Background: an optimization exercise with open tools, aiming at small area. Do not read the settings as production practice.
At most, simulation tests tie the RTL to the original design; equivalence was not proved.
No functional check of the RTL was part of runs 1 to 4.
No activity file was given, so power comes from the tool's default toggle rates.

===== flow/run.sh =====
#!/bin/bash
# synth_recipe.tcl (not shown) runs the flow's synth.tcl, then flattens the netlist and writes it again
# the make line also repeats each setting of config.mk as NAME=value (left out here)
make -C /OpenROAD-flow-scripts/flow DESIGN_CONFIG=/design/flow/config.mk WORK_HOME=/design/flow/orfs CLKGATE_MAP_FILE= SYNTH_SCRIPT=/design/flow/synth_recipe.tcl finish

===== flow/config.mk =====
export PLATFORM = sky130hd
export DESIGN_NAME = csr_unit
export DESIGN_NICKNAME = csr_unit
export VERILOG_FILES = /design/flow/design.v
export SDC_FILE = /design/flow/constraint.sdc
export NUM_CORES = 4
export LEC_CHECK = 0
export CAP_MARGIN = 20
export CORE_MARGIN = 2
export CORE_UTILIZATION = 40
export CTS_BUF_LIST = sky130_fd_sc_hd__clkbuf_2 sky130_fd_sc_hd__clkbuf_4 sky130_fd_sc_hd__clkbuf_8
export CTS_CLUSTER_SIZE = 30
export SLEW_MARGIN = 20

===== flow/constraint.sdc =====
create_clock -name core_clock -period 5.0 [get_ports {s_clk_i}]
set_input_delay 1.0000 -clock core_clock [delete_from_list [all_inputs] [get_ports {s_clk_i}]]
set_output_delay 1.0000 -clock core_clock [all_outputs]
set_load 0.01 [all_outputs]

===== flow/design.v =====
`timescale 1ns/10ps
package csr_pkg;
    localparam int xlen = 32;
    typedef enum logic [11:0] {
        csr_mstatus   = 12'h300,
        csr_misa      = 12'h301,
        csr_mie       = 12'h304,
        csr_mtvec     = 12'h305,
        csr_mscratch  = 12'h340,
        csr_mepc      = 12'h341,
        csr_mcause    = 12'h342,
        csr_mtval     = 12'h343,
        csr_mip       = 12'h344,
        csr_mcycle    = 12'hB00,
        csr_minstret  = 12'hB02,
        csr_mcycleh   = 12'hB80,
        csr_minstreth = 12'hB82,
        csr_mhartid   = 12'hF14
    } csr_addr_e;
    typedef enum logic [11:0] {
        sys_ecall  = 12'h000,
        sys_ebreak = 12'h001,
        sys_mret   = 12'h302
    } sys_imm_e;
    typedef enum logic [1:0] {
        unit_none,
        unit_alu,
        unit_lsu,
        unit_csr
    } unit_e;
    typedef enum logic [1:0] {
        fun_sys,
        fun_rw,
        fun_rs,
        fun_rc
    } csr_fun_e;
    typedef enum logic [1:0] {
        imiscon_none,
        imiscon_ille,
        imiscon_ferr,
        imiscon_pmav
    } imiscon_e;
    typedef enum logic [4:0] {
        exc_iaccess = 5'd1,
        exc_illegal = 5'd2,
        exc_ebreak  = 5'd3,
        exc_lmisal  = 5'd4,
        exc_laccess = 5'd5,
        exc_smisal  = 5'd6,
        exc_saccess = 5'd7,
        exc_ecall   = 5'd11
    } exc_code_e;
    typedef enum logic [4:0] {
        int_msi = 5'd3,
        int_mti = 5'd7,
        int_mei = 5'd11
    } int_code_e;
    localparam logic [1:0] lsu_half = 2'd1;  
    localparam logic [1:0] lsu_word = 2'd2;
    localparam int irq_msi_bit      = 3;
    localparam int irq_mti_bit      = 7;
    localparam int irq_mei_bit      = 11;
    localparam int mstatus_mie_bit  = 3;
    localparam int mstatus_mpie_bit = 7;
    localparam logic [xlen-1:0] misa_val         = 32'h4000_1104;  
    localparam logic [xlen-1:0] mie_mask         = 32'h0000_0888;  
    localparam logic [xlen-1:0] mstatus_rd_fixed = 32'h0000_1800;  
endpackage
`timescale 1ns/10ps
`timescale 1ns/10ps
`timescale 1ns/10ps
`timescale 1ns/10ps
`timescale 1ns/10ps
module csr_unit (
    input  logic        s_clk_i,
    input  logic        arst_n_i,
    input  logic [1:0]  unit_i,
    input  logic [3:0]  function_i,
    input  logic [11:0] payload_i,
    input  logic [31:0] val_i,
    input  logic [31:0] pc_i,
    input  logic [1:0]  imiscon_i,
    input  logic        hresp_i,
    input  logic        stall_i,
    input  logic        flush_i,
    input  logic        rstpp_i,
    input  logic        interrupted_i,
    input  logic        int_meip_i,
    input  logic        int_mtip_i,
    input  logic        int_msip_i,
    output logic [31:0] csr_rdata_o,
    output logic [31:0] exc_trap_o,
    output logic [31:0] int_trap_o,
    output logic [31:0] mepc_o,
    output logic        treturn_o,
    output logic        int_pending_o,
    output logic        exception_o
);
    logic       is_csr, is_lsu, sys_op, csr_wr, mret;
    logic [1:0] fun;
    logic       pmav, e_iacc, e_ill, e_ecall, e_ebreak, e_misal, e_lsacc, misal;
    logic       exc_ready, trap, exc_take, commit;
    logic [4:0] exc_code, int_code, cause_code;
    assign fun    = function_i[1:0];
    assign is_csr = (unit_i == 2'd3);
    assign is_lsu = (unit_i == 2'd2);
    assign sys_op = is_csr & (function_i[2:0] == 3'd0);
    assign csr_wr = is_csr & (fun != 2'd0) & ~flush_i;
    assign mret   = sys_op & (payload_i == 12'h302) & ~flush_i;
    assign treturn_o = mret;
    assign misal    = ((fun == 2'd1) & val_i[0]) | ((fun == 2'd2) & (val_i[1:0] != 2'd0));
    assign pmav     = (imiscon_i == 2'd3);
    assign e_iacc   = (imiscon_i == 2'd2) | (pmav & ~is_lsu);
    assign e_ill    = (imiscon_i == 2'd1);
    assign e_ecall  = sys_op & (payload_i == 12'h000);
    assign e_ebreak = sys_op & (payload_i == 12'h001);
    assign e_misal  = is_lsu & misal;
    assign e_lsacc  = is_lsu & (hresp_i | pmav);
    assign exception_o = e_iacc | e_ill | e_ecall | e_ebreak | e_misal | e_lsacc;
    assign exc_ready = exception_o & ~rstpp_i;
    assign trap      = interrupted_i | exc_ready;
    assign exc_take  = exc_ready & ~interrupted_i;
    assign commit    = (unit_i != 2'd0) & ~stall_i & ~flush_i;
    always_comb begin
        if (e_iacc)        exc_code = 5'd1;
        else if (e_ill)    exc_code = 5'd2;
        else if (e_ecall)  exc_code = 5'd11;
        else if (e_ebreak) exc_code = 5'd3;
        else if (e_misal)  exc_code = function_i[3] ? 5'd6 : 5'd4;
        else               exc_code = function_i[3] ? 5'd7 : 5'd5;
    end
    logic a_mstatus, a_misa, a_mie, a_mtvec, a_mscratch, a_mepc, a_mcause, a_mtval, a_mip;
    logic a_cyc_lo, a_cyc_hi, a_ins_lo, a_ins_hi;
    assign a_mstatus  = (payload_i == 12'h300);
    assign a_misa     = (payload_i == 12'h301);
    assign a_mie      = (payload_i == 12'h304);
    assign a_mtvec    = (payload_i == 12'h305);
    assign a_mscratch = (payload_i == 12'h340);
    assign a_mepc     = (payload_i == 12'h341);
    assign a_mcause   = (payload_i == 12'h342);
    assign a_mtval    = (payload_i == 12'h343);
    assign a_mip      = (payload_i == 12'h344);
    assign a_cyc_lo   = (payload_i == 12'hB00);
    assign a_cyc_hi   = (payload_i == 12'hB80);
    assign a_ins_lo   = (payload_i == 12'hB02);
    assign a_ins_hi   = (payload_i == 12'hB82);
    logic        mie_b, mpie_b;           
    logic [2:0]  mie_q;                   
    logic [2:0]  mip_q;                   
    logic [31:0] mtvec_q;                 
    logic [31:0] mepc_q;
    logic [31:0] mscratch_q, mcause_q, mtval_q;
    logic        mscratch_v, mcause_v, mtval_v;
    logic [31:0] cyc_lo, cyc_hi, ins_lo, ins_hi;
    logic [31:0] rdata, wdata;
    assign rdata =
          ({32{a_mstatus}}  & {19'd0, 2'b11, 3'd0, mpie_b, 3'd0, mie_b, 3'd0})
        | ({32{a_misa}}     & 32'h4000_1104)
        | ({32{a_mie}}      & {20'd0, mie_q[2], 3'd0, mie_q[1], 3'd0, mie_q[0], 3'd0})
        | ({32{a_mtvec}}    & mtvec_q)
        | ({32{a_mscratch & mscratch_v}} & mscratch_q)
        | ({32{a_mepc}}     & mepc_q)
        | ({32{a_mcause & mcause_v}}     & mcause_q)
        | ({32{a_mtval & mtval_v}}       & mtval_q)
        | ({32{a_mip}}      & {20'd0, mip_q[2], 3'd0, mip_q[1], 3'd0, mip_q[0], 3'd0})
        | ({32{a_cyc_lo}}   & cyc_lo)
        | ({32{a_cyc_hi}}   & cyc_hi)
        | ({32{a_ins_lo}}   & ins_lo)
        | ({32{a_ins_hi}}   & ins_hi);
    assign csr_rdata_o = rdata;
    assign wdata = fun[1] ? (fun[0] ? (rdata & ~val_i) : (rdata | val_i)) : val_i;
    logic [2:0] pend;
    assign pend          = mie_q & mip_q;
    assign int_pending_o = (|pend) & mie_b;
    assign int_code      = pend[2] ? 5'd11 : (pend[0] ? 5'd3 : 5'd7);
    assign cause_code    = interrupted_i ? int_code : exc_code;
    assign exc_trap_o = {mtvec_q[31:2], 2'b00};
    logic [3:0] vadd;
    logic [4:0] vlow;
    assign vadd = mtvec_q[0] ? int_code[3:0] : 4'd0;
    assign vlow = {1'b0, mtvec_q[5:2]} + {1'b0, vadd};
    assign int_trap_o = {mtvec_q[31:6] + {25'd0, vlow[4]}, vlow[3:0], 2'b00};
    logic [32:0] cyc_lo_inc, ins_lo_inc;
    assign cyc_lo_inc = {1'b0, cyc_lo} + 33'd1;
    assign ins_lo_inc = {1'b0, ins_lo} + {32'd0, commit};
    logic wr_mscratch, wr_mcause, wr_mtval;
    assign wr_mscratch = csr_wr & a_mscratch;
    assign wr_mcause   = csr_wr & a_mcause;
    assign wr_mtval    = csr_wr & a_mtval;
    always_ff @(posedge s_clk_i or negedge arst_n_i) begin
        if (!arst_n_i) begin
            mie_b      <= 1'b0;
            mpie_b     <= 1'b0;
            mie_q      <= '0;
            mip_q      <= '0;
            mtvec_q    <= '0;
            mepc_q     <= '0;
            mscratch_v <= 1'b0;
            mcause_v   <= 1'b0;
            mtval_v    <= 1'b0;
            cyc_lo     <= '0;
            cyc_hi     <= '0;
            ins_lo     <= '0;
            ins_hi     <= '0;
        end else begin
            mip_q <= {int_meip_i, int_mtip_i, int_msip_i};
            if (trap) begin
                mpie_b <= mie_b;
                mie_b  <= 1'b0;
                mepc_q <= pc_i;
            end else if (mret) begin
                mie_b  <= mpie_b;
                mpie_b <= 1'b1;
            end else if (csr_wr) begin
                if (a_mstatus) begin
                    mie_b  <= wdata[3];
                    mpie_b <= wdata[7];
                end
                if (a_mepc) mepc_q <= wdata;
            end
            if (csr_wr & a_mie)   mie_q   <= {wdata[11], wdata[7], wdata[3]};
            if (csr_wr & a_mtvec) mtvec_q <= {wdata[31:2], 1'b0, wdata[0]};
            if (wr_mscratch)           mscratch_v <= 1'b1;
            if (trap | wr_mcause)      mcause_v   <= 1'b1;
            if (exc_take | wr_mtval)   mtval_v    <= 1'b1;
            cyc_lo <= (csr_wr & a_cyc_lo) ? wdata : cyc_lo_inc[31:0];
            cyc_hi <= (csr_wr & a_cyc_hi) ? wdata : cyc_hi + {31'd0, cyc_lo_inc[32]};
            ins_lo <= (csr_wr & a_ins_lo) ? wdata : ins_lo_inc[31:0];
            ins_hi <= (csr_wr & a_ins_hi) ? wdata : ins_hi + {31'd0, ins_lo_inc[32]};
        end
    end
    always_ff @(posedge s_clk_i) begin
        if (wr_mscratch) mscratch_q <= wdata;
        if (trap)           mcause_q <= {interrupted_i, 26'd0, cause_code};
        else if (wr_mcause) mcause_q <= wdata;
        if (exc_take)       mtval_q <= val_i;
        else if (wr_mtval)  mtval_q <= wdata;
    end
    assign mepc_o = mepc_q;
endmodule

==> flow_summary.yaml, run 1 <==
sta:
  tightest_slew_ps: 1050
  fin_skew_ps: 25.6
  period_share_pct: 100
  fmax_mhz: 200
  relSlewSlack_pct: 30.1
  drv_slew: 0
  setup_viol: 1
  rsz0062_at_grt: "no"
  worst_slack_ps: -6.54
  min_period_ps: 5010
  finalHoldViolCount: 0
pwr:
  power_density_nw_per_um2: 265
  irDropWorstVdd_mv: 0.183
  p_leak_nw: 9.22
logic_synthesis:
  ys_ff_latch: 298
  ys_types: 81
  synthArstFlopShare_pct: 67.8
  avgSynthCellArea_um2: 9.45
  netlist_top_cells_area: "dfrtp_1, edfxtp_1, nand2_1"
  synthesis.area_um2: 17400
  yosys.area.top_type_share_pct: 29.1
  synth.most_common_cell: "nand2_1"
  ys_warn_count: 1
  synthTopCellsByCount: "nand2_1, dfrtp_1, nand3_1"
  syn_inst: 1837
  ys.flop_type: "dfrtp_1"
  synth_edf_count: 70
  seq_area_frac_synth_pct: 44.2
  synth.largest_area_cell: "dfrtp_1"
status:
  violations: "negative setup slack"
  status: "failed layout checks"
worst_setup_path:
  worstPathMaxFanout: 10
  reg2reg_depth: 16
  worstSetupEndpointType: "output port"
  required_ps: 4000
  rr_startpoint: "cyc_lo[0]"
  critPathArrivalTime_ps: 4010
  path_class: "input port to output port"
  r2r-end: "cyc_hi[22]"
  reg2reg_slack_ps: 1030
  crit_path_start_kind: "input port"
clock_tree:
  htreeDepth: 2
  cts-root-buf: "clkbuf_8"
  clk_pin_slew_ps: 60
  cts_sinks: 298
  clock_latency_ps: 650
  cts_made_buffers: 53
  cts_tree: "done"
  clk_path_buf_depth: 3
place:
  io_buffer_count: 220
  dp_hpwl_um: 46700
  place_congestion: 0.979
  placed_area_um2: 20500
  placed_cells_incl_taps: 2602
floorplan:
  io_pins: 225
  rows: 76
  die_w_um: 212
  start_util_pct: 40.4
  core_um2: 43000
  die_area_um2: 45100
  die-height_um: 212
routing:
  drc: 0
  first_iter_violations: 1805
  antenna_left: 0
  wl_per_cell_um: 23.9
  num_vias: 15800
  firstDrtPassIters: 7
  via_per_inst: 5.85
  postRouteWirelength_um: 64700
grt:
  grt_max_degree: 102
  gr-total-overflow: 0
  grt_use_total_pct: 28.4
  grt_first_pass_wirelength_um: 95600
  antenna_found_initial: 2
  grt_pass1_vias: 15100
min_path:
  worstHoldPathType: "input port to asynchronous set/reset pin"
final_layout:
  nets: 2187
  fill_cells: 4026
  final_area_um2: 21800
  n_antenna_cell: 0
  instances_no_fill: 2706
  drive_gt1_share_pct: 14.0
  area_delta_synth_final_pct: 25.5
run:
  drv_cap: 0
## cells in the final DEF (no fill, tap or decap), drive strengths merged, types with 61 or more instances in the layout
cell / n
clkbuf: 94
nand2: 248
xor2: 83
buf: 115
o21ai: 138
inv: 85
nor2: 69
edfxtp: 70
nand3: 106
dfrtp: 202
clkdlybuf4s50: 209
xnor2: 61
## routing by layer
metal | routed length, um | track usage [%] | vias up
li1 | - | - | 7129
met1 | 27500 | 39.8 | 7785
met2 | 29200 | 44.3 | 809
met3 | 6070 | 5.64 | 116
met4 | 1900 | 9.21 | 0
met5 | 0 | 0 | -
## critical path, stage by stage
cell and delay (ps):
clkdlybuf4s50_1 710, nor4b_1 540, buf_4 230, and4_1 320, a222oi_1 140, buf_4 180, and2_1 130, nand2_1 110
buf_4 120, clkdlybuf4s50_1 520
## repair_timing
| item | CTS | global route |
|---|---|---|
| resized for setup | 15 | 13 |
| hold buffers | 0 | 0 |
| hold endpoints to repair | 0 | 0 |
| pin swaps | 1 | 2 |
| buffers inserted | 3 | 4 |
| endpoints found under the setup margin | 15 | 14 |
## worst max-delay path by stage
| stage | cells after the start | startpoint | to |
|---|---|---|---|
| final | 10 | payload_i[0] | csr_rdata_o[12] |
| after global routing | 10 | payload_i[0] | csr_rdata_o[12] |
| after CTS | 14 | mtvec_q[0] | int_trap_o[31] |
| after detailed placement | 8 | payload_i[0] | csr_rdata_o[30] |
| after global placement | 10 | payload_i[2] | csr_rdata_o[12] |
| after floorplan | 14 | flush_i | ins_hi[30] |
## logic make-up after synthesis
group	Yosys count	share of synthesized area [%]
DFF	298	44.2
and+or+nand+nor	629	18.4
adders and majority gates	14	1.05
other	1	0.0216
xor gates and xnor gates	144	7.26
buffers and inverters	235	6.39
AOI/OAI and AO/OA	445	18.5
muxes	71	4.19
## report_power, final
part	internal (mW)	switching (mW)
logic	0.261	0.376
registers	2.59	0.0921
clock network	1.39	1.06
total	4.24	1.53
## final cells by class
| type | count | area, um^2 | share of cell area [%] |
|---|---|---|---|
| Clock buffer | 93 | 1120 | 5.13 |
| Clock inverter | 4 | 22.5 | 0.103 |
| Sequential cell | 298 | 7680 | 35.2 |
| Inverter | 85 | 319 | 1.46 |
| Multi-Input combinational cell | 1307 | 8740 | 40.1 |
| Timing Repair Buffer | 334 | 3190 | 14.6 |
| Tap cell | 585 | 732 | 3.36 |
## metrics by stage
stage          utilization, %  hold slack (ps)  setup TNS, ps  setup WS [ps]  total power, mW
2_1_floorplan               -              426              0            729             2.99
6_report                 50.7              455          -6.54          -6.54             5.77
4_1_cts                  50.5              465              0           3.98             5.80
3_3_place_gp             47.7              443         -0.425         -0.425             3.34
3_5_place_dp             47.7              447          -7.90          -7.90             3.35
5_1_grt                  50.7              479              0           2.94             5.97
## registers in the layout (all words and copies together) (netlist names), 31 cells and up
register    flops
mepc_q         32
mcause_q       32
mtval_q        32
mtvec_q        31
cyc_lo         32
mscratch_q     32
cyc_hi         32
ins_lo         32
ins_hi         32
==> run 2: changes to the inputs <==
==> flow/flow/run.sh (new file) <==
#!/bin/bash
set -euo pipefail
cd "$(dirname "$0")/.."
W=$PWD
bash standard.sh synth SYNTH_SCRIPT="$W/flow/synth_area.tcl" > "$W/synth.log" 2>&1
bash standard.sh finish BUFFER_PORTS_ARGS="-buffer_cell sky130_fd_sc_hd__buf_1" > "$W/layout.log" 2>&1
==> flow/flow/area.abc (new file) <==
strash
&get -n
&st
&syn2
&dch -f
&nf -a
&put
topo
stime -c
==> flow/flow/synth_area.tcl (new file) <==
# The standard flow's synthesis script (synth_recipe.tcl) with one change: ABC maps the logic with
# flow/area.abc. Every synth call skips the fsm and share passes, as the standard flow's does.
set my_abc_script [file join [file dirname [file normalize [info script]]] area.abc]
proc synth {args} { yosys synth -nofsm -noshare {*}$args }
proc abc {args} {
  global my_abc_script
  set i [lsearch -exact $args -script]
  if { $i >= 0 } { lset args [expr {$i + 1}] $my_abc_script }
  yosys abc {*}$args
}
source $::env(SCRIPTS_DIR)/synth.tcl
# left out here: clear keep_hierarchy, flatten, clean up, hide names made inside functions, write 1_2_yosys.v
==> flow/standard.sh (new file) <==
#!/bin/bash
# synth_recipe.tcl (not shown) runs the flow's synth.tcl, then flattens the netlist and writes it again
# the make line also repeats each setting of config.mk as NAME=value (left out here)
make -C /OpenROAD-flow-scripts/flow DESIGN_CONFIG=/design/flow/config.mk WORK_HOME=/design/flow/orfs CLKGATE_MAP_FILE= SYNTH_SCRIPT=/design/flow/synth_recipe.tcl "${@:-finish}"
--- a/flow/config.mk
+++ b/flow/config.mk
@@ -8,6 +8,5 @@
 export CAP_MARGIN = 20
 export CORE_MARGIN = 2
 export CORE_UTILIZATION = 40
-export CTS_BUF_LIST = sky130_fd_sc_hd__clkbuf_2 sky130_fd_sc_hd__clkbuf_4 sky130_fd_sc_hd__clkbuf_8
-export CTS_CLUSTER_SIZE = 30
+export CTS_BUF_LIST = sky130_fd_sc_hd__clkbuf_4
 export SLEW_MARGIN = 20
removed: flow/run.sh
==> run 2 against run 1 <==
Net effect: the run now finishes clean; routed wire length fell by 8.2%; core utilization shrank 2.2 points; first-iteration DRC count shrank 2.3%; hold slack got worse by 120 ps; register-to-register slack worse by 390 ps; via count fell by 4.7%; cell count shrank 6.2%; synthesized area is 9.5% lower; final area decreased by 14%.
==> flow_summary.yaml, run 2 <==
final_layout:
  nets: 2059
  fill_cells: 3795
  final_core_util_pct: 48.5
  drive_gt1_share_pct: 11.3
  area_delta_synth_final_pct: 19.5
  final_cell_mix: "buf_1, dfrtp_1, nand2_1"
  final_common_cell: "buf_1"
logic_synthesis:
  syn_inst: 1610
  synthTopCellsByCount: "dfrtp_1, nand2_1, o21ai_0"
  netlist_top_cells_area: "dfrtp_1, edfxtp_1, o21ai_0"
  ys_ff_latch: 298
  ys.flop_type: "dfrtp_1"
  synth.most_common_cell: "dfrtp_1"
  ys_warn_count: 1
  seq_area_frac_synth_pct: 48.8
  synthArstFlopShare_pct: 67.8
  synthesis.area_um2: 15700
  ys_types: 52
  avgSynthCellArea_um2: 9.77
  synth_edf_count: 70
  synth.largest_area_cell: "dfrtp_1"
  yosys.area.top_type_share_pct: 32.1
routing:
  topRoutingLayerUsed: "met4"
  num_vias: 15100
  antenna_left: 0
  firstDrtPassIters: 6
  postRouteWirelength_um: 59400
  met1_length_um: 25500
  drc: 0
  wl_per_cell_um: 23.4
  dr_wl_met2_um: 27200
  first_iter_violations: 1763
  via_per_inst: 5.95
  met3_length_um: 4860
grt:
  grt_first_pass_wirelength_um: 89200
  antenna_found_initial: 1
  grt_max_degree: 81
  gr-total-overflow: 0
  grt_use_total_pct: 28.7
  grt_pass1_vias: 14500
place:
  place_congestion: 0.923
  io_buffer_count: 220
  dp_hpwl_um: 41300
  preCtsSetupSlack_ps: 447
sta:
  fin_skew_ps: 44.9
  tightest_slew_ps: 1100
  period_share_pct: 95.6
  relSlewSlack_pct: 26.6
  min_period_ps: 4780
  worst_slack_ps: 221
  setup_viol: 0
  drv_slew: 0
  fmax_mhz: 209
  finalHoldViolCount: 0
floorplan:
  core_um2: 38700
  die-height_um: 202
  start_util_pct: 40.6
  die_w_um: 202
  die_area_um2: 40900
  rows: 72
  io_pins: 225
worst_setup_path:
  required_ps: 4000
  worstPathMaxFanout: 7
  crit_buf_inv: 3
  worstSetupEndpointType: "output port"
  crit_top_cell: "ha_1"
  path_class: "flip-flop to output port"
  cp_top_family: "adder cells"
  crit_path_start_kind: "flip-flop"
  crit_chain: "ha_1, clkinv_1, fa_1, nor2b_1, o21ai_0, nand2b_1, ha_4, ha_1, nand3_1, nor2_2, and3_4, buf_4, nand2_1, xnor2_1, clkbuf_2"
  cpPeakStageDelay_ps: 430
  critPathArrivalTime_ps: 3780
  critPathSlowestCell: "dfrtp_2"
clock_tree:
  cts_sinks: 298
  cts_made_buffers: 82
  clk_pin_slew_ps: 60
  ctsHoldBuffers: 0
  htreeDepth: 3
  cts-root-buf: "clkbuf_4"
  clk_path_buf_depth: 3
  clock_latency_ps: 770
  cts_tree: "done"
pwr:
  p_leak_nw: 7.58
  power_density_nw_per_um2: 291
  p_int_mw: 3.99
  pwr-share-clk_pct: 43.4
  seqPwrFrac_pct: 49.1
  irDropWorstVdd_mv: 0.119
  power.switching_mw: 1.47
  p_sw_share_pct: 27.0
  combPwrFrac_pct: 7.5
min_path:
  worstHoldPathType: "input port to asynchronous set/reset pin"
status:
  status: "timing/DRC/antenna clean"
run:
  drv_cap: 0
## run 2: cell count changes in the layout (fill, tap and decap cells not counted), sizes merged, moves of 40 or more
cell | before | now
buf | 115 | 285
clkinv | 3 | 87
a22oi | 53 | 112
clkdlybuf4s50 | 209 | 0
o21ai | 138 | 184
nand4 | 29 | 80
a22o | 50 | 10
nand2 | 248 | 194
inv | 85 | 4
## run 2: what timing repair did
action                     in CTS  in global routing
pin swaps                       0                  1
buffers inserted                0                  2
resized for setup               4                  8
setup endpoints to repair      10                 17
## run 2: area by class of cell
cell class	instances	area, um^2	share of cell area (%)
sequential	298	7680	40.9
clock inverter	24	148	0.786
clock buffer	128	961	5.11
inverter	69	259	1.38
antenna	1	2.50	0.0133
tap	518	648	3.45
timing repair buffer	288	1430	7.61
multi-input combinational	1212	7660	40.8
## run 2: cell families (layout without fill, tap and decap cells)
group	after synthesis	in the layout	share of synthesized area, %
other cells	1	5	0.0238
buf+inv	103	509	3.27
compound gates	440	440	17.8
flops	298	298	48.8
fa+ha+maj	14	14	1.16
mux	45	45	2.87
xor+xnor	132	132	7.35
simple gates	577	577	18.7
## run 2: stage by stage
stage	hold WS [ps]	std cells	cell area, um^2	power (mW)	TNS (ps)
floorplan	425	1613	15800	2.90	0
global placement	434	2382	17600	3.13	0
finish	339	2538	18800	5.46	0
CTS	293	2534	18700	5.50	0
detailed placement	442	2382	17600	3.14	0
global route	332	2538	18800	5.70	-162
## run 2: metal layers
metal	up-vias	GRT usage [%]
met1	7419	39.7
met2	759	45.0
met5	-	0
met3	132	4.77
li1	6790	-
met4	0	11.1
## run 2: power by group through the flow
stage                     Clock, mW  Combinational (mW)  Sequential (mW)
after floorplan                   0               0.195             2.71
after global placement            0               0.405             2.73
after detailed placement          0               0.412             2.73
after CTS                      2.40               0.414             2.68
after global routing           2.55               0.460             2.69
final                          2.37               0.412             2.68
## run 2: worst paths after layout
check | start | endpoint | slack [ps] | depth (start not counted)
setup / recovery | mtvec_q[0] | int_trap_o[22] | 220 | 15
hold / removal | arst_n_i | mepc_q[3] | 340 | 1
setup reg to reg | cyc_lo[9] | cyc_hi[22] | 640 | 16
hold reg to reg | mcause_q[25] | mcause_q[25] | 460 | 2
max in group asynchronous | arst_n_i | ins_hi[26] | 3530 | 2
min in group core_clock | int_msip_i | mip_q[0] | 350 | 1
==> run 3: changes to the inputs <==
--- a/flow/design.v
+++ b/flow/design.v
@@ -175,14 +175,32 @@
     assign int_code      = pend[2] ? 5'd11 : (pend[0] ? 5'd3 : 5'd7);
     assign cause_code    = interrupted_i ? int_code : exc_code;
     assign exc_trap_o = {mtvec_q[31:2], 2'b00};
-    logic [3:0] vadd;
-    logic [4:0] vlow;
+    logic [3:0]  vadd;
+    logic [4:0]  vlow;
+    logic [31:6] ones_below;
     assign vadd = mtvec_q[0] ? int_code[3:0] : 4'd0;
     assign vlow = {1'b0, mtvec_q[5:2]} + {1'b0, vadd};
-    assign int_trap_o = {mtvec_q[31:6] + {25'd0, vlow[4]}, vlow[3:0], 2'b00};
-    logic [32:0] cyc_lo_inc, ins_lo_inc;
-    assign cyc_lo_inc = {1'b0, cyc_lo} + 33'd1;
-    assign ins_lo_inc = {1'b0, ins_lo} + {32'd0, commit};
+    assign ones_below[6] = 1'b1;
+    for (genvar i = 7; i < 32; i++) begin : g_ones
+        assign ones_below[i] = ones_below[i-1] & mtvec_q[i-1];
+    end
+    assign int_trap_o = {mtvec_q[31:6] ^ ({26{vlow[4]}} & ones_below), vlow[3:0], 2'b00};
+    function automatic logic [32:0] half_inc(input logic [31:0] q, input logic cin);
+        logic [32:0] c;
+        c[0] = cin;
+        for (int k = 0; k < 8; k++) begin
+            c[4*k+1] = c[4*k] & q[4*k];
+            c[4*k+2] = c[4*k] & q[4*k] & q[4*k+1];
+            c[4*k+3] = c[4*k] & q[4*k] & q[4*k+1] & q[4*k+2];
+            c[4*k+4] = c[4*k] & (&q[4*k+3 -: 4]);
+        end
+        half_inc = {c[32], q ^ c[31:0]};
+    endfunction
+    logic [32:0] cyc_lo_inc, ins_lo_inc, cyc_hi_inc, ins_hi_inc;
+    assign cyc_lo_inc = half_inc(cyc_lo, 1'b1);
+    assign ins_lo_inc = half_inc(ins_lo, commit);
+    assign cyc_hi_inc = half_inc(cyc_hi, cyc_lo_inc[32]);
+    assign ins_hi_inc = half_inc(ins_hi, ins_lo_inc[32]);
     logic wr_mscratch, wr_mcause, wr_mtval;
     assign wr_mscratch = csr_wr & a_mscratch;
     assign wr_mcause   = csr_wr & a_mcause;
@@ -224,9 +242,9 @@
             if (trap | wr_mcause)      mcause_v   <= 1'b1;
             if (exc_take | wr_mtval)   mtval_v    <= 1'b1;
             cyc_lo <= (csr_wr & a_cyc_lo) ? wdata : cyc_lo_inc[31:0];
-            cyc_hi <= (csr_wr & a_cyc_hi) ? wdata : cyc_hi + {31'd0, cyc_lo_inc[32]};
+            cyc_hi <= (csr_wr & a_cyc_hi) ? wdata : cyc_hi_inc[31:0];
             ins_lo <= (csr_wr & a_ins_lo) ? wdata : ins_lo_inc[31:0];
-            ins_hi <= (csr_wr & a_ins_hi) ? wdata : ins_hi + {31'd0, ins_lo_inc[32]};
+            ins_hi <= (csr_wr & a_ins_hi) ? wdata : ins_hi_inc[31:0];
         end
     end
     always_ff @(posedge s_clk_i) begin
==> flow/flow/run.sh (replaced) <==
#!/bin/bash
# Own layout flow: the standard ORFS flow (standard.sh) with these changes:
#  - synthesis maps logic with an area-oriented ABC script (flow/area.abc) instead of ORFS's
#    delay-oriented one; everything up to and including flip-flop mapping is unchanged, so the
#    registers (names, count, cell types) are the standard synthesis's;
#  - every input and output port still gets a buffer, but a sky130_fd_sc_hd__buf_1;
#  - clock tree synthesis without dummy loads, with larger sink clusters.
# Each step's full output goes to a log of its own in this folder; ORFS's own per-stage logs
# stay under orfs/logs/.
set -euo pipefail
cd "$(dirname "$0")/.."
W=$PWD
bash standard.sh synth SYNTH_SCRIPT="$W/flow/synth_area.tcl" > "$W/synth.log" 2>&1
CTS="-sink_clustering_enable -repair_clock_nets -dont_use_dummy_load"
CTS="$CTS -buf_list sky130_fd_sc_hd__clkbuf_4 -sink_clustering_size 8 -sink_clustering_max_diameter 40"
bash standard.sh floorplan place BUFFER_PORTS_ARGS="-buffer_cell sky130_fd_sc_hd__buf_1" > "$W/place.log" 2>&1
bash standard.sh cts CTS_ARGS="$CTS" > "$W/cts.log" 2>&1
bash standard.sh finish > "$W/route.log" 2>&1
--- a/flow/config.mk
+++ b/flow/config.mk
@@ -7,6 +7,5 @@
 export LEC_CHECK = 0
 export CAP_MARGIN = 20
 export CORE_MARGIN = 2
-export CORE_UTILIZATION = 40
-export CTS_BUF_LIST = sky130_fd_sc_hd__clkbuf_4
+export CORE_UTILIZATION = 55
 export SLEW_MARGIN = 20
==> run 3 against run 2 <==
Net effect: now fails the layout checks on negative setup slack; worst setup slack worse by 330 ps; die area decreased by 29%; clock skew barely moved; sequential share of layout area is 3.1 points higher; cell count shrank 13%; flip-flop and latch count stayed put; maximum frequency shrank 6.5%; synthesized area is 3.2% lower; core utilization is 16 points higher; non-clock buffer count increased by 11; critical endpoint is now int_trap_o[31]; largest power group unchanged.
==> flow_summary.yaml, run 3 <==
status:
  status: "failed layout checks"
  violations: "negative setup slack"
logic_synthesis:
  synth.largest_area_cell: "dfrtp_1"
  synth_edf_count: 70
  synth.most_common_cell: "nand2_1"
  synthesis.area_um2: 15200
  yosys.area.top_type_share_pct: 33.2
  ys_types: 48
  seq_area_frac_synth_pct: 50.4
  ys.flop_type: "dfrtp_1"
  synthArstFlopShare_pct: 67.8
  netlist_top_cells_area: "dfrtp_1, edfxtp_1, o21ai_0"
  avgSynthCellArea_um2: 10.0
  ys_warn_count: 1
  ys_ff_latch: 298
  syn_inst: 1521
  synthTopCellsByCount: "nand2_1, o21ai_0, dfrtp_1"
pwr:
  power_density_nw_per_um2: 246
  power.switching_mw: 1.16
  combPwrFrac_pct: 9.0
  pwr-share-clk_pct: 28.9
  irDropWorstVdd_mv: 0.156
  p_int_mw: 3.14
  p_sw_share_pct: 27.0
  seqPwrFrac_pct: 62.1
  p_leak_nw: 7.52
floorplan:
  die-height_um: 170
  die_area_um2: 29000
  start_util_pct: 56.2
  io_pins: 225
  die_w_um: 170
  rows: 60
  core_um2: 27100
sta:
  finalHoldViolCount: 0
  period_share_pct: 102
  fin_hold_ws_ps: 420
  fin_skew_ps: 44.9
  drv_slew: 0
  worst_slack_ps: -111
  relSlewSlack_pct: 28.0
  setup_viol: 7
  tightest_slew_ps: 1080
  min_period_ps: 5110
  rsz0062_at_grt: "yes"
  fmax_mhz: 196
place:
  dp_hpwl_um: 33400
  place_congestion: 0.903
  io_buffer_count: 220
worst_setup_path:
  path_class: "flip-flop to output port"
  cp_top_family: "simple AND/OR/NAND/NOR gates"
  worstPathMaxFanout: 4
  critPathArrivalTime_ps: 4110
  crit_chain: "a22oi_2, clkinv_2, nor2_2, ha_1, nor2b_2, o21ai_2, a2111oi_2, buf_4, nand4_1, nor4_2, buf_4, and4_4, and3_4, and4_4, nand4_1, xnor2_1, buf_2"
  critPathSlowestCell: "dfrtp_1"
  crit_path_start_kind: "flip-flop"
  crit_buf_inv: 4
  required_ps: 4000
  worstSetupEndpointType: "output port"
  cpPeakStageDelay_ps: 410
routing:
  via_per_inst: 6.20
  drc: 0
  num_vias: 13700
  antenna_left: 0
  wl_per_cell_um: 22.7
  first_iter_violations: 1708
  firstDrtPassIters: 7
  postRouteWirelength_um: 50200
clock_tree:
  clk_pin_slew_ps: 100
  cts_made_buffers: 47
  clock_latency_ps: 690
  cts_tree: "done"
  htreeDepth: 2
  cts-root-buf: "clkbuf_4"
  cts_sinks: 298
  ctsHoldBuffers: 0
  clk_path_buf_depth: 3
final_layout:
  final_common_cell: "nand2_1"
  seq_area_um2: 7680
  fill_cells: 2376
  area_delta_synth_final_pct: 14.7
  final_core_util_pct: 64.4
  nets: 2033
  multiInputGateArea_um2: 7150
  drive_gt1_share_pct: 8.99
  final_cell_mix: "nand2_1, o21ai_0, buf_1"
grt:
  grt_pass1_vias: 12900
  grt_max_degree: 169
  gr-total-overflow: 0
  grt_first_pass_wirelength_um: 76000
  antenna_found_initial: 3
  grt_use_total_pct: 34.7
run:
  drv_cap: 0
min_path:
  worstHoldPathType: "input port to asynchronous set/reset pin"
==> run 3: cell count changes after synthesis, sizes merged, moves of 49 or more <==
cell,previous run,this run
xnor2,85,12
nand4,80,26
ha,13,100
o21ai,184,257
a21oi,65,16
nand2,194,281
nand3,72,18
==> run 3: path summary, 6_finish.rpt <==
kind / slack [ps] / start / depth (start not counted) / endpoint
setup / recovery: -110 / mie_q[2] / 17 / int_trap_o[31]
hold / removal: 420 / arst_n_i / 2 / mepc_q[21]
setup reg to reg: 520 / ins_lo[3] / 15 / ins_hi[30]
hold reg to reg: 460 / mcause_q[28] / 2 / mcause_q[28]
max in group asynchronous: 3660 / arst_n_i / 2 / mtvec_q[3]
min in group core_clock: 450 / int_mtip_i / 1 / mip_q[1]
==> run 3: repair_timing <==
| item | in CTS | in global routing |
|---|---|---|
| pin swaps | 7 | 4 |
| cloned | 0 | 0 |
| gates resized for setup | 24 | 4 |
| endpoints found under the setup margin | 15 | 15 |
| setup buffers | 12 | 4 |
==> run 3: layer usage <==
layer,part of all wire (%),track usage [%],up-vias
met4,3.1,11.4,0
met3,8.9,6.28,97
li1,-,-,6275
met5,0,0,-
met2,46,55.3,676
met1,42,48.3,6651
==> run 3: cell type report <==
class | count | area share [%]
inverter | 85 | 1.85
sequential | 298 | 44.0
multi-input combinational | 1107 | 40.9
timing repair buffer | 299 | 8.51
antenna | 2 | 0.0287
tap | 372 | 2.67
clock buffer | 47 | 2.02
==> run 3: worst register-to-register path: cells and delay by family, from the launching register on <==
family / cells / cell delay [ps]
flip-flops: 1 / 410
AO/OA/AOI/OAI: 1 / 110
AND/OR/NAND/NOR: 11 / 3310
adder cells (fa/ha/maj): 3 / 500
==> run 3: cells by family after synthesis <==
kind of cell,after synthesis,share of synthesized area [%]
fa+ha+maj,101,8.35
xor+xnor,50,2.88
mux,1,0.0657
compound gates,457,19.1
simple gates,494,15.3
other cells,1,0.0246
buf+inv,119,3.77
flops,298,50.4
==> run 3: through the flow <==
step / total power, mW / setup TNS (ps) / cells / cell area, um^2 / setup WS, ps
after CTS: 4.33 / -2220 / 2204 / 17400 / -314
after global placement: 3.09 / 0 / 2144 / 16900 / 131
after detailed placement: 3.10 / -114 / 2145 / 16900 / -53.2
final: 4.30 / -506 / 2210 / 17500 / -111
after global routing: 4.49 / -2260 / 2210 / 17500 / -325
after floorplan: 2.88 / 0 / 1524 / 15300 / 141
==> run 3: power by group through the flow <==
| stage | logic (mW) | registers, mW | clock network (mW) |
|---|---|---|---|
| 6_report | 0.388 | 2.67 | 1.24 |
| 3_3_place_gp | 0.377 | 2.71 | 0 |
| 4_1_cts | 0.389 | 2.67 | 1.27 |
| 5_1_grt | 0.437 | 2.68 | 1.37 |
| 3_5_place_dp | 0.387 | 2.71 | 0 |
| 2_1_floorplan | 0.178 | 2.70 | 0 |
==> run 4: changes to the inputs <==
--- a/flow/flow/run.sh
+++ b/flow/flow/run.sh
@@ -12,7 +12,7 @@
 W=$PWD
 bash standard.sh synth SYNTH_SCRIPT="$W/flow/synth_area.tcl" > "$W/synth.log" 2>&1
 CTS="-sink_clustering_enable -repair_clock_nets -dont_use_dummy_load"
-CTS="$CTS -buf_list sky130_fd_sc_hd__clkbuf_4 -sink_clustering_size 8 -sink_clustering_max_diameter 40"
+CTS="$CTS -buf_list sky130_fd_sc_hd__clkbuf_8 -sink_clustering_size 12 -sink_clustering_max_diameter 50"
 bash standard.sh floorplan place BUFFER_PORTS_ARGS="-buffer_cell sky130_fd_sc_hd__buf_1" > "$W/place.log" 2>&1
 bash standard.sh cts CTS_ARGS="$CTS" > "$W/cts.log" 2>&1
 bash standard.sh finish > "$W/route.log" 2>&1
==> run 4 against run 3 <==
Net effect: now clean on timing, DRC and antenna; combinational power about the same; via count decreased by 0.84%; power grew 6.6%; register-to-register slack better by 50 ps; maximum frequency is 3.5% higher; synthesized area did not move.
==> flow_summary.yaml, run 4 <==
grt:
  antenna_found_initial: 2
  grt_pass1_vias: 12900
  grt_first_pass_wirelength_um: 76100
  gr-total-overflow: 0
  grt_max_degree: 169
  grt_use_total_pct: 34.7
logic_synthesis:
  synthArstFlopShare_pct: 67.8
  avgSynthCellArea_um2: 10.0
  synth_top_family_by_area: "compound AO/OA/AOI/OAI gates"
  synth_compound_area_share_pct: 19.1
  synth_edf_count: 70
  synthXorXnorAreaFrac_pct: 2.88
  synthSimpleGateAreaFrac_pct: 15.3
  ys_ff_latch: 298
  synth.largest_area_cell: "dfrtp_1"
  synth_fa_ha_area_share_pct: 8.35
  ys_types: 48
  netlist_top_cells_area: "dfrtp_1, edfxtp_1, o21ai_0"
  synth.most_common_cell: "nand2_1"
  ys_warn_count: 1
  syn_inst: 1521
  synthesis.area_um2: 15200
  seq_area_frac_synth_pct: 50.4
  ys.flop_type: "dfrtp_1"
  muxShareOfSynthArea_pct: 0.0657
  synthTopCellsByCount: "nand2_1, o21ai_0, dfrtp_1"
  yosys.area.top_type_share_pct: 33.2
sta:
  setup_viol: 0
  relSlewSlack_pct: 28.9
  period_share_pct: 98.7
  drv_slew: 0
  fin_skew_ps: 40.4
  fmax_mhz: 203
  tightest_slew_ps: 1060
  rsz0062_at_grt: "yes"
  worst_slack_ps: 63.4
  min_period_ps: 4940
  finalHoldViolCount: 0
worst_setup_path:
  path_class: "flip-flop to output port"
  r2r-end: "ins_hi[30]"
  crit_path_start_kind: "flip-flop"
  rr_startpoint: "ins_lo[3]"
  worstPathMaxFanout: 4
  reg2reg_slack_ps: 570
  required_ps: 4000
  critPathArrivalTime_ps: 3940
  reg2reg_depth: 15
  worstSetupEndpointType: "output port"
pwr:
  p_int_mw: 3.39
  power_density_nw_per_um2: 260
  irDropWorstVdd_mv: 0.190
  pwr-share-clk_pct: 33.3
  seqPwrFrac_pct: 58.3
  p_leak_nw: 7.56
  power.switching_mw: 1.20
  combPwrFrac_pct: 8.5
  p_sw_share_pct: 26.1
clock_tree:
  clock_latency_ps: 550
  cts_tree: "done"
  cts_made_buffers: 38
  cts_sinks: 298
  clk_pin_slew_ps: 60
  cts-root-buf: "clkbuf_8"
  clk_path_buf_depth: 3
  htreeDepth: 2
final_layout:
  area_delta_synth_final_pct: 15.6
  nets: 2022
  final_cell_mix: "nand2_1, o21ai_0, buf_1"
  instances_no_fill: 2198
  drive_gt1_share_pct: 8.44
  final_area_um2: 17600
  final_common_cell: "nand2_1"
  final_core_util_pct: 65.0
floorplan:
  rows: 60
  die-height_um: 170
  die_area_um2: 29000
  die_w_um: 170
  io_pins: 225
  start_util_pct: 56.2
  core_um2: 27100
min_path:
  min_from: "mcause_q[9]"
  worstHoldPathType: "flip-flop to flip-flop"
  whs_endpoint: "mcause_q[9]"
  hold_depth: 2
place:
  placed_cells_incl_taps: 2145
  preCtsSetupSlack_ps: -53.2
  placed_area_um2: 16900
  place_congestion: 0.903
  dp_hpwl_um: 33400
  io_buffer_count: 220
routing:
  postRouteWirelength_um: 50100
  drc: 0
  wl_per_cell_um: 22.8
  num_vias: 13600
  antenna_left: 0
  firstDrtPassIters: 8
  first_iter_violations: 1871
  via_per_inst: 6.18
run:
  drv_cap: 0
status:
  status: "timing/DRC/antenna clean"
[run 4: stage by stage]
| stage | total power, mW | hold slack, ps | TNS, ps |
|---|---|---|---|
| final | 4.58 | 460 | 0 |
| after global routing | 4.75 | 490 | -544 |
| after CTS | 4.60 | 462 | -784 |
| after detailed placement | 3.10 | 443 | -114 |
| after global placement | 3.09 | 433 | 0 |
| after floorplan | 2.88 | 424 | 0 |
[run 4: cells by family (layout without fill, tap and decap cells)]
kind of cell | after synthesis | after routing
AO/OA/AOI/OAI | 457 | 457
XOR/XNOR | 50 | 50
adder cells (fa/ha/maj) | 101 | 101
buffers and inverters | 119 | 420
flip-flops | 298 | 298
multiplexers | 1 | 1
other | 1 | 5
AND/OR/NAND/NOR | 494 | 494
[run 4: area by class of cell]
type | count | area (um^2)
Timing Repair Buffer | 297 | 1470
Clock buffer | 38 | 523
Tap cell | 372 | 465
Multi-Input combinational cell | 1107 | 7150
Fill cell | 2330 | 9490
Sequential cell | 298 | 7680
Inverter | 85 | 322
Antenna cell | 1 | 2.50
[run 4: critical path, stage by stage, from the launching register on]
cell and delay, ps:
dfrtp_1 350, buf_4 130, clkinv_1 120, fa_2 410, nor2b_2 140, o21ai_2 80
a2111oi_2 300, buf_4 170, nand4_1 200, nor4_2 220, buf_4 160, and4_4 230
and3_4 220, and4_4 260, nand4_1 120, xnor2_1 150, buf_2 150
[run 4: power by group through the flow]
stage	Combinational [mW]	Sequential (mW)	Clock, mW
after global placement	0.377	2.71	0
after floorplan	0.178	2.70	0
after CTS	0.389	2.67	1.55
final	0.388	2.67	1.53
after global routing	0.437	2.68	1.63
after detailed placement	0.387	2.71	0
[run 4: timing repair]
item / in CTS / in global routing
setup endpoints to repair: 12 / 10
resized for setup: 24 / 3
pin swaps: 7 / 6
hold buffers: 0 / 0
setup buffers: 12 / 2
[run 4: routing by layer]
layer  part of all wire, %  track usage, %  routed length, um
met2                    46            55.8              23300
met1                    42            48.4              20900
met3                   8.7            5.88               4370
met5                     0               0                  0
met4                   3.1            10.9               1530
[run 4: worst max path at each step]
stage	end	slack [ps]	cells past startpoint	from
2_1_floorplan	int_trap_o[31]	140	13	mtvec_q[0]
3_3_place_gp	int_trap_o[28]	130	16	mtvec_q[0]
3_5_place_dp	ins_hi[30]	-50	16	stall_i
4_1_cts	int_trap_o[31]	-170	16	mtvec_q[2]
5_1_grt	int_trap_o[31]	-140	17	mie_q[2]
6_report	int_trap_o[31]	60	16	mtvec_q[0]
==> run 5: changes to the inputs <==
--- a/flow/design.v
+++ b/flow/design.v
@@ -152,6 +152,7 @@
     logic [31:0] mscratch_q, mcause_q, mtval_q;
     logic        mscratch_v, mcause_v, mtval_v;
     logic [31:0] cyc_lo, cyc_hi, ins_lo, ins_hi;
+    logic        cnt_v;
     logic [31:0] rdata, wdata;
     assign rdata =
           ({32{a_mstatus}}  & {19'd0, 2'b11, 3'd0, mpie_b, 3'd0, mie_b, 3'd0})
@@ -163,10 +164,10 @@
         | ({32{a_mcause & mcause_v}}     & mcause_q)
         | ({32{a_mtval & mtval_v}}       & mtval_q)
         | ({32{a_mip}}      & {20'd0, mip_q[2], 3'd0, mip_q[1], 3'd0, mip_q[0], 3'd0})
-        | ({32{a_cyc_lo}}   & cyc_lo)
-        | ({32{a_cyc_hi}}   & cyc_hi)
-        | ({32{a_ins_lo}}   & ins_lo)
-        | ({32{a_ins_hi}}   & ins_hi);
+        | ({32{a_cyc_lo & cnt_v}} & cyc_lo)
+        | ({32{a_cyc_hi & cnt_v}} & cyc_hi)
+        | ({32{a_ins_lo & cnt_v}} & ins_lo)
+        | ({32{a_ins_hi & cnt_v}} & ins_hi);
     assign csr_rdata_o = rdata;
     assign wdata = fun[1] ? (fun[0] ? (rdata & ~val_i) : (rdata | val_i)) : val_i;
     logic [2:0] pend;
@@ -175,16 +176,17 @@
     assign int_code      = pend[2] ? 5'd11 : (pend[0] ? 5'd3 : 5'd7);
     assign cause_code    = interrupted_i ? int_code : exc_code;
     assign exc_trap_o = {mtvec_q[31:2], 2'b00};
-    logic [3:0]  vadd;
-    logic [4:0]  vlow;
-    logic [31:6] ones_below;
-    assign vadd = mtvec_q[0] ? int_code[3:0] : 4'd0;
-    assign vlow = {1'b0, mtvec_q[5:2]} + {1'b0, vadd};
-    assign ones_below[6] = 1'b1;
-    for (genvar i = 7; i < 32; i++) begin : g_ones
-        assign ones_below[i] = ones_below[i-1] & mtvec_q[i-1];
-    end
-    assign int_trap_o = {mtvec_q[31:6] ^ ({26{vlow[4]}} & ones_below), vlow[3:0], 2'b00};
+    logic [3:0]  b4, vlow;
+    logic        c3, c7, c11, c6;
+    logic [31:6] hi_inc;
+    assign b4  = mtvec_q[5:2];
+    assign c3  = (b4 >= 4'd13);
+    assign c7  = (b4 >= 4'd9);
+    assign c11 = (b4 >= 4'd5);
+    assign c6  = mtvec_q[0] & (pend[2] ? c11 : (pend[0] ? c3 : c7));
+    assign vlow = b4 + (mtvec_q[0] ? int_code[3:0] : 4'd0);
+    assign hi_inc = mtvec_q[31:6] + 26'd1;
+    assign int_trap_o = {c6 ? hi_inc : mtvec_q[31:6], vlow, 2'b00};
     function automatic logic [32:0] half_inc(input logic [31:0] q, input logic cin);
         logic [32:0] c;
         c[0] = cin;
@@ -216,10 +218,7 @@
             mscratch_v <= 1'b0;
             mcause_v   <= 1'b0;
             mtval_v    <= 1'b0;
-            cyc_lo     <= '0;
-            cyc_hi     <= '0;
-            ins_lo     <= '0;
-            ins_hi     <= '0;
+            cnt_v      <= 1'b0;
         end else begin
             mip_q <= {int_meip_i, int_mtip_i, int_msip_i};
             if (trap) begin
@@ -241,13 +240,14 @@
             if (wr_mscratch)           mscratch_v <= 1'b1;
             if (trap | wr_mcause)      mcause_v   <= 1'b1;
             if (exc_take | wr_mtval)   mtval_v    <= 1'b1;
-            cyc_lo <= (csr_wr & a_cyc_lo) ? wdata : cyc_lo_inc[31:0];
-            cyc_hi <= (csr_wr & a_cyc_hi) ? wdata : cyc_hi_inc[31:0];
-            ins_lo <= (csr_wr & a_ins_lo) ? wdata : ins_lo_inc[31:0];
-            ins_hi <= (csr_wr & a_ins_hi) ? wdata : ins_hi_inc[31:0];
+            cnt_v <= 1'b1;
         end
     end
     always_ff @(posedge s_clk_i) begin
+        cyc_lo <= (csr_wr & a_cyc_lo) ? wdata : (cnt_v ? cyc_lo_inc[31:0] : 32'd1);
+        cyc_hi <= (csr_wr & a_cyc_hi) ? wdata : (cnt_v ? cyc_hi_inc[31:0] : 32'd0);
+        ins_lo <= (csr_wr & a_ins_lo) ? wdata : (cnt_v ? ins_lo_inc[31:0] : {31'd0, commit});
+        ins_hi <= (csr_wr & a_ins_hi) ? wdata : (cnt_v ? ins_hi_inc[31:0] : 32'd0);
         if (wr_mscratch) mscratch_q <= wdata;
         if (trap)           mcause_q <= {interrupted_i, 26'd0, cause_code};
         else if (wr_mcause) mcause_q <= wdata;
--- a/flow/flow/run.sh
+++ b/flow/flow/run.sh
@@ -12,7 +12,7 @@
 W=$PWD
 bash standard.sh synth SYNTH_SCRIPT="$W/flow/synth_area.tcl" > "$W/synth.log" 2>&1
 CTS="-sink_clustering_enable -repair_clock_nets -dont_use_dummy_load"
-CTS="$CTS -buf_list sky130_fd_sc_hd__clkbuf_8 -sink_clustering_size 12 -sink_clustering_max_diameter 50"
+CTS="$CTS -buf_list sky130_fd_sc_hd__clkbuf_4 -sink_clustering_size 8 -sink_clustering_max_diameter 40"
 bash standard.sh floorplan place BUFFER_PORTS_ARGS="-buffer_cell sky130_fd_sc_hd__buf_1" > "$W/place.log" 2>&1
 bash standard.sh cts CTS_ARGS="$CTS" > "$W/cts.log" 2>&1
 bash standard.sh finish > "$W/route.log" 2>&1
==> run 5 against run 4 <==
Net effect: power decreased by 7.8%; still clean on timing, DRC and antenna; final area decreased by 4.5%; routed wire length increased by 4.1%; count of clock-buffer cells in the layout grew 11; synthesized cell count decreased by 2.3%; flip-flop and latch count is 1 higher; combinational power is 11% lower; critical path depth decreased by 8; worst setup slack better by 480 ps; first-iteration DRC count shrank 3.7%; non-clock buffer count down 24.
==> flow_summary.yaml, run 5 <==
status:
  status: "timing/DRC/antenna clean"
routing:
  wl_per_cell_um: 24.6
  num_vias: 14100
  postRouteWirelength_um: 52200
  firstDrtPassIters: 7
  drc: 0
  via_per_inst: 6.65
  antenna_left: 0
  first_iter_violations: 1801
final_layout:
  instances_no_fill: 2123
  final_core_util_pct: 63.1
  final_common_cell: "o21ai_0"
  area_delta_synth_final_pct: 13.7
  drive_gt1_share_pct: 6.92
  fill_cells: 2374
  nets: 1973
  final_cell_mix: "o21ai_0, buf_1, dfxtp_1"
  final_area_um2: 16800
grt:
  grt_max_degree: 76
  gr-total-overflow: 0
  grt_pass1_vias: 13100
  grt_use_total_pct: 36.3
  grt_first_pass_wirelength_um: 78600
  antenna_found_initial: 1
clock_tree:
  cts_made_buffers: 49
  clk_path_buf_depth: 3
  cts-root-buf: "clkbuf_4"
  ctsHoldBuffers: 0
  clock_latency_ps: 710
  clk_pin_slew_ps: 100
  htreeDepth: 2
  post_cts_buffers: 0
  cts_sinks: 299
  cts_resized: 0
  cts_tree: "done"
worst_setup_path:
  crit_chain: "o311a_1, o21ai_0, a21oi_1, and3_1, and3_1, nand4_1, xnor2_1, buf_1"
  critPathArrivalTime_ps: 3460
  crit_path_start_kind: "flip-flop"
  cp_top_family: "compound AO/OA/AOI/OAI gates"
  worstSetupEndpointType: "output port"
  path_class: "flip-flop to output port"
  cpPeakStageDelay_ps: 590
  crit_buf_inv: 1
  worstPathMaxFanout: 7
  required_ps: 4000
  crit_top_cell: "and3_1"
  critPathSlowestCell: "a21oi_1"
logic_synthesis:
  synth_edf_count: 70
  ys_types: 52
  ys_warn_count: 1
  ys.flop_type: "dfxtp_1"
  seq_area_frac_synth_pct: 47.7
  syn_inst: 1486
  netlist_top_cells_area: "dfxtp_1, edfxtp_1, dfrtp_1"
  synth.most_common_cell: "o21ai_0"
  synthesis.area_um2: 14800
  avgSynthCellArea_um2: 9.96
  synthArstFlopShare_pct: 25.1
  synthTopCellsByCount: "o21ai_0, dfxtp_1, nand2_1"
  yosys.area.top_type_share_pct: 20.8
  synth.largest_area_cell: "dfxtp_1"
  ys_ff_latch: 299
floorplan:
  io_pins: 225
  die_area_um2: 28200
  start_util_pct: 55.5
  die-height_um: 168
  die_w_um: 168
  rows: 60
  core_um2: 26700
sta:
  worst_slack_ps: 543
  fin_skew_ps: 64.5
  fmax_mhz: 224
  fin_hold_ws_ps: 347
  tightest_slew_ps: 1030
  drv_slew: 0
  period_share_pct: 89.1
  finalHoldViolCount: 0
  rsz0062_at_grt: "no"
  setup_viol: 0
  relSlewSlack_pct: 31.4
  finalSetupTns_ps: 0
  min_period_ps: 4460
pwr:
  irDropWorstVdd_mv: 0.202
  pwr-share-clk_pct: 30.5
  finalPower_mw: 4.23
  seqPwrFrac_pct: 61.3
  p_int_mw: 3.09
  combPwrFrac_pct: 8.2
  power.switching_mw: 1.14
  p_sw_share_pct: 26.9
  power_density_nw_per_um2: 251
  p_leak_nw: 6.61
place:
  placed_cells_incl_taps: 2067
  preCtsSetupSlack_ps: 596
  io_buffer_count: 220
  dp_hpwl_um: 34700
  placed_area_um2: 16400
  place_congestion: 0.900
run:
  drv_cap: 0
min_path:
  worstHoldPathType: "input port to asynchronous set/reset pin"
run 5: power groups by stage:
stage | registers [mW] | clock network (mW) | logic (mW)
4_1_cts | 2.59 | 1.30 | 0.342
3_3_place_gp | 2.64 | 0 | 0.336
2_1_floorplan | 2.65 | 0 | 0.143
3_5_place_dp | 2.64 | 0 | 0.341
6_report | 2.59 | 1.29 | 0.346
5_1_grt | 2.60 | 1.39 | 0.376
run 5: kinds of logic after synthesis:
kind of cell             Yosys count  share of synthesized area [%]
adder cells (fa/ha/maj)          100                           8.51
AND/OR/NAND/NOR                  464                           16.6
AO/OA/AOI/OAI                    504                           22.2
buffers and inverters             86                           3.04
other                              2                         0.0508
flip-flops                       299                           47.7
XOR/XNOR                          28                           1.66
multiplexers                       3                          0.211
run 5: metal layers:
| layer | wire, um | track usage (%) | vias to the layer above | part of all wire, % |
|---|---|---|---|---|
| met3 | 5720 | 7.76 | 134 | 11 |
| li1 | - | - | 6416 | - |
| met4 | 1720 | 12.1 | 0 | 3.3 |
| met1 | 21500 | 50.9 | 6756 | 41 |
| met5 | 0 | 0 | - | 0 |
| met2 | 23200 | 56.2 | 804 | 45 |
run 5: worst paths after layout:
path	startpoint	to	slack, ps	cells after the start
worst max-delay path	mtvec_q[3]	int_trap_o[31]	540	8
worst min-delay path	arst_n_i	cnt_v	350	1
worst max register to register	cyc_lo[1]	cyc_hi[31]	660	16
worst min register to register	mcause_q[5]	mcause_q[5]	470	1
max in group asynchronous	arst_n_i	mepc_q[9]	3570	2
min in group core_clock	int_mtip_i	mip_q[1]	410	1
run 5: final cells by class:
type / count / area [um^2] / share of cell area [%]
multi-input combinational: 1104 / 7480 / 44.5
clock buffer: 49 / 368 / 2.19
tap: 341 / 427 / 2.54
timing repair buffer: 273 / 1280 / 7.59
inverter: 52 / 195 / 1.16
sequential: 299 / 7070 / 42.0
antenna: 5 / 12.5 / 0.0744
==> run 6: changes to the inputs <==
--- a/flow/design.v
+++ b/flow/design.v
@@ -188,15 +188,7 @@
     assign hi_inc = mtvec_q[31:6] + 26'd1;
     assign int_trap_o = {c6 ? hi_inc : mtvec_q[31:6], vlow, 2'b00};
     function automatic logic [32:0] half_inc(input logic [31:0] q, input logic cin);
-        logic [32:0] c;
-        c[0] = cin;
-        for (int k = 0; k < 8; k++) begin
-            c[4*k+1] = c[4*k] & q[4*k];
-            c[4*k+2] = c[4*k] & q[4*k] & q[4*k+1];
-            c[4*k+3] = c[4*k] & q[4*k] & q[4*k+1] & q[4*k+2];
-            c[4*k+4] = c[4*k] & (&q[4*k+3 -: 4]);
-        end
-        half_inc = {c[32], q ^ c[31:0]};
+        half_inc = {1'b0, q} + {32'd0, cin};
     endfunction
     logic [32:0] cyc_lo_inc, ins_lo_inc, cyc_hi_inc, ins_hi_inc;
     assign cyc_lo_inc = half_inc(cyc_lo, 1'b1);
==> flow/flow/run.sh (replaced) <==
#!/bin/bash
# Own layout flow: the standard ORFS flow (standard.sh) with these changes:
#  - synthesis maps logic with an area-oriented ABC script (flow/area.abc) instead of ORFS's
#    delay-oriented one; everything up to and including flip-flop mapping is unchanged, so the
#    registers (names, count, cell types) are the standard synthesis's;
#  - every input and output port still gets a buffer, but a sky130_fd_sc_hd__buf_1;
#  - clock tree synthesis without dummy loads, with clkbuf_4 buffers and small sink clusters;
#  - after global routing, ORFS's power recovery (RECOVER_POWER) downsizes gates off the
#    critical paths.
# Each step's full output goes to a log of its own in this folder; ORFS's own per-stage logs
# stay under orfs/logs/.
set -euo pipefail
cd "$(dirname "$0")/.."
W=$PWD
bash standard.sh synth SYNTH_SCRIPT="$W/flow/synth_area.tcl" > "$W/synth.log" 2>&1
CTS="-sink_clustering_enable -repair_clock_nets -dont_use_dummy_load"
CTS="$CTS -buf_list sky130_fd_sc_hd__clkbuf_4 -sink_clustering_size 10 -sink_clustering_max_diameter 45"
bash standard.sh floorplan place BUFFER_PORTS_ARGS="-buffer_cell sky130_fd_sc_hd__buf_1" > "$W/place.log" 2>&1
bash standard.sh cts CTS_ARGS="$CTS" > "$W/cts.log" 2>&1
bash standard.sh finish RECOVER_POWER=100 > "$W/route.log" 2>&1
==> flow/flow/area.abc (replaced) <==
strash
&get -n
&st
&syn2
&dch -f
&nf -R 20
&put
mfs3 -a
topo
stime -c
--- a/flow/config.mk
+++ b/flow/config.mk
@@ -6,6 +6,6 @@
 export NUM_CORES = 4
 export LEC_CHECK = 0
 export CAP_MARGIN = 20
-export CORE_MARGIN = 2
-export CORE_UTILIZATION = 55
+export CORE_AREA = 2.3 2.72 165.6 165.92
+export DIE_AREA = 0 0 168.03 168.03
 export SLEW_MARGIN = 20
==> run 6 against run 5 <==
Net effect: the layout now fails its checks (max-capacitance violations, max-slew violations); core utilization is 1.6 points lower; flip-flop and latch count stayed put; die area stayed put; cell count is 2.6% higher; critical path depth stayed put; first-iteration DRC count is 5.9% lower; clock power is about 10% lower; routed wire length is 3.6% higher; via count is 2.0% higher; synthesized cell count is 3.7% higher; largest power group unchanged.
==> flow_summary.yaml, run 6 <==
status:
  status: "failed layout checks"
  violations: "max-capacitance violations, max-slew violations"
worst_setup_path:
  required_ps: 4000
  critPathSlowestCell: "dfrtp_1"
  path_class: "flip-flop to output port"
  critPathArrivalTime_ps: 3590
  crit_path_start_kind: "flip-flop"
  worstPathMaxFanout: 15
  cp_top_family: "compound AO/OA/AOI/OAI gates"
  crit_buf_inv: 2
  cpPeakStageDelay_ps: 500
  worstSetupEndpointType: "output port"
  crit_chain: "or2_0, maj3_1, a2bb2oi_1, nor2_1, clkbuf_1, a41oi_1, a21oi_1, buf_1"
final_layout:
  nets: 1942
  seq_area_um2: 7060
  final_core_util_pct: 61.5
  final_common_cell: "buf_1"
  multiInputGateArea_um2: 7210
  final_area_um2: 16400
  area_delta_synth_final_pct: 11.8
  fill_cells: 2497
  final_cell_mix: "buf_1, nand2_1, dfxtp_1"
  drive_gt1_share_pct: 4.58
logic_synthesis:
  avgSynthCellArea_um2: 9.51
  yosys.area.top_type_share_pct: 21.0
  ys.flop_type: "dfxtp_1"
  synth.most_common_cell: "nand2_1"
  synth.largest_area_cell: "dfxtp_1"
  netlist_top_cells_area: "dfxtp_1, edfxtp_1, dfrtp_1"
  synthArstFlopShare_pct: 25.1
  syn_inst: 1541
  synthesis.area_um2: 14700
  synth_edf_count: 70
  synthTopCellsByCount: "nand2_1, dfxtp_1, o21ai_0"
  ys_warn_count: 1
  ys_types: 53
  seq_area_frac_synth_pct: 48.2
  ys_ff_latch: 299
floorplan:
  die_area_um2: 28200
  core_um2: 26700
  rows: 60
  die_w_um: 168
  die-height_um: 168
  start_util_pct: 55.0
  io_pins: 225
grt:
  grt_use_total_pct: 37.8
  antenna_found_initial: 2
  grt_max_degree: 68
  grt_pass1_vias: 13500
  grt_first_pass_wirelength_um: 81400
  gr-total-overflow: 0
routing:
  antenna_left: 0
  drc: 0
  firstDrtPassIters: 6
  first_iter_violations: 1695
  wl_per_cell_um: 24.8
  postRouteWirelength_um: 54000
  via_per_inst: 6.61
  num_vias: 14400
pwr:
  p_leak_nw: 5.60
  power_density_nw_per_um2: 249
  irDropWorstVdd_mv: 0.175
clock_tree:
  cts_resized: 0
  clock_latency_ps: 690
  ctsHoldBuffers: 0
  clk_pin_slew_ps: 100
  clk_path_buf_depth: 3
  cts_made_buffers: 39
  cts-root-buf: "clkbuf_4"
  cts_sinks: 299
  htreeDepth: 2
  cts_tree: "done"
  post_cts_buffers: 0
place:
  place_congestion: 0.936
  dp_hpwl_um: 36400
  placed_area_um2: 16200
  io_buffer_count: 220
sta:
  drv_slew: 74
  finalHoldViolCount: 0
  min_period_ps: 4590
  finalSetupTns_ps: 0
  rsz0062_at_grt: "no"
  tightest_slew_ps: 2300
  fin_hold_ws_ps: 444
  relSlewSlack_pct: -53.3
  period_share_pct: 91.7
  fin_skew_ps: 80.0
  setup_viol: 0
  fmax_mhz: 218
min_path:
  worstHoldPathType: "input port to flip-flop"
run:
  drv_cap: 3
==> run 6: changes by cell type in the layout (fill, tap and decap cells not counted), sizes merged, moves of 23 or more <==
| cell | change |
|---|---|
| a22oi | +34 |
| xnor2 | +27 |
| a222oi | -38 |
| and3 | +23 |
| nor2 | +38 |
| o21ai | -104 |
| nand3 | -29 |
| xor2 | +79 |
| ha | -88 |
| and3b | -25 |
| o22ai | +110 |
| nand2 | +61 |
| o2bb2ai | -26 |
==> run 6: power by group <==
| group | internal [mW] | switching [mW] |
|---|---|---|
| sequential | 2.54 | 0.0435 |
| clock | 0.360 | 0.804 |
| combinational | 0.0920 | 0.239 |
==> run 6: final cells by class <==
class / instances / share of cell area, %
multi-input combinational: 1169 / 44.0
sequential: 299 / 43.1
inverter: 42 / 0.962
clock buffer: 39 / 1.79
tap: 341 / 2.60
antenna: 3 / 0.0458
timing repair buffer: 285 / 7.50
==> run 6: final timing paths <==
path | startpoint | slack [ps] | endpoint | depth (start not counted)
min reg2reg | mcause_q[18] | 460 | mcause_q[18] | 2
min | int_mtip_i | 440 | mip_q[1] | 1
max in group asynchronous | arst_n_i | 1750 | mcause_v | 2
max reg2reg | cyc_lo[8] | 570 | cyc_hi[31] | 17
max | mtvec_q[2] | 410 | int_trap_o[9] | 8
min in group asynchronous | arst_n_i | 980 | mtvec_q[8] | 1
==> run 6: logic make-up after synthesis <==
kind of cell,synth area share [%]
AOI/OAI and AO/OA,21.8
xor gates and xnor gates,8.01
adders and majority gates,1.14
buffers and inverters,2.82
DFF,48.2
muxes,0.367
other,0.0512
and+or+nand+nor,17.6
==> run 6: worst register-to-register path: cells and delay by family (launching register included) <==
family / cells / cell delay (ps)
compound gates: 1 / 100
xor+xnor: 1 / 140
fa+ha+maj: 1 / 170
buf+inv: 1 / 500
flops: 1 / 470
simple gates: 13 / 2900
==> run 6: layer usage <==
metal | track usage [%] | routed length [um]
met1 | 51.3 | 22100
met2 | 61.6 | 25200
met3 | 5.15 | 4660
met4 | 14.9 | 2060
met5 | 0 | 0
==> run 6: through the flow <==
stage	worst slack, ps	power (mW)	instances
CTS	616	4.10	2175
global placement	597	2.97	2136
floorplan	120	2.79	1544
finish	414	4.08	2178
global route	232	4.22	2177
detailed placement	462	2.97	2136

## what the ideal ports hide
In the flow no input, the clock included, has a driving cell. The finished layouts below were timed again as built, in two steps.
Step 1: set_driving_cell puts a clkbuf_16 on s_clk_i and a buf_2 on each other input, an assumption about the parent block.
Step 2 moves the port delays by t, midway between the first and last clock arrival at a register: inputs arrive t later, outputs are due t later. That takes back most of the time a late clock gives input paths.
Slacks: ideal ports / drivers / drivers and shift; pairs: ideal ports / drivers.
run | shift t [ns] | slack for setup (ns) | worst setup path after step 2 | worst data-port slew with drivers (ns) | pins driven straight from the clock port
run 1 | 0.686 | -0.007 / -0.032 / -0.032 | input to output | 0.16 | 1
run 2 | 0.796 | 0.221 / 0.170 / 0.432 | input to register | 0.05 | 1
run 3 | 0.720 | -0.111 / -0.161 / -0.082 | input to register | 0.07 | 1
run 4 | 0.582 | 0.063 / 0.012 / -0.029 | input to register | 0.07 | 1
run 5 | 0.732 | 0.543 / 0.493 / 0.522 | input to register | 0.04 | 1
run 6 | 0.693 | 0.414 / 0.366 / -0.248 | input to register | 0.15 | 1
The setup slack of run 6, which loses most, moves by -0.048 ns with the drivers and by -0.662 ns with both steps.
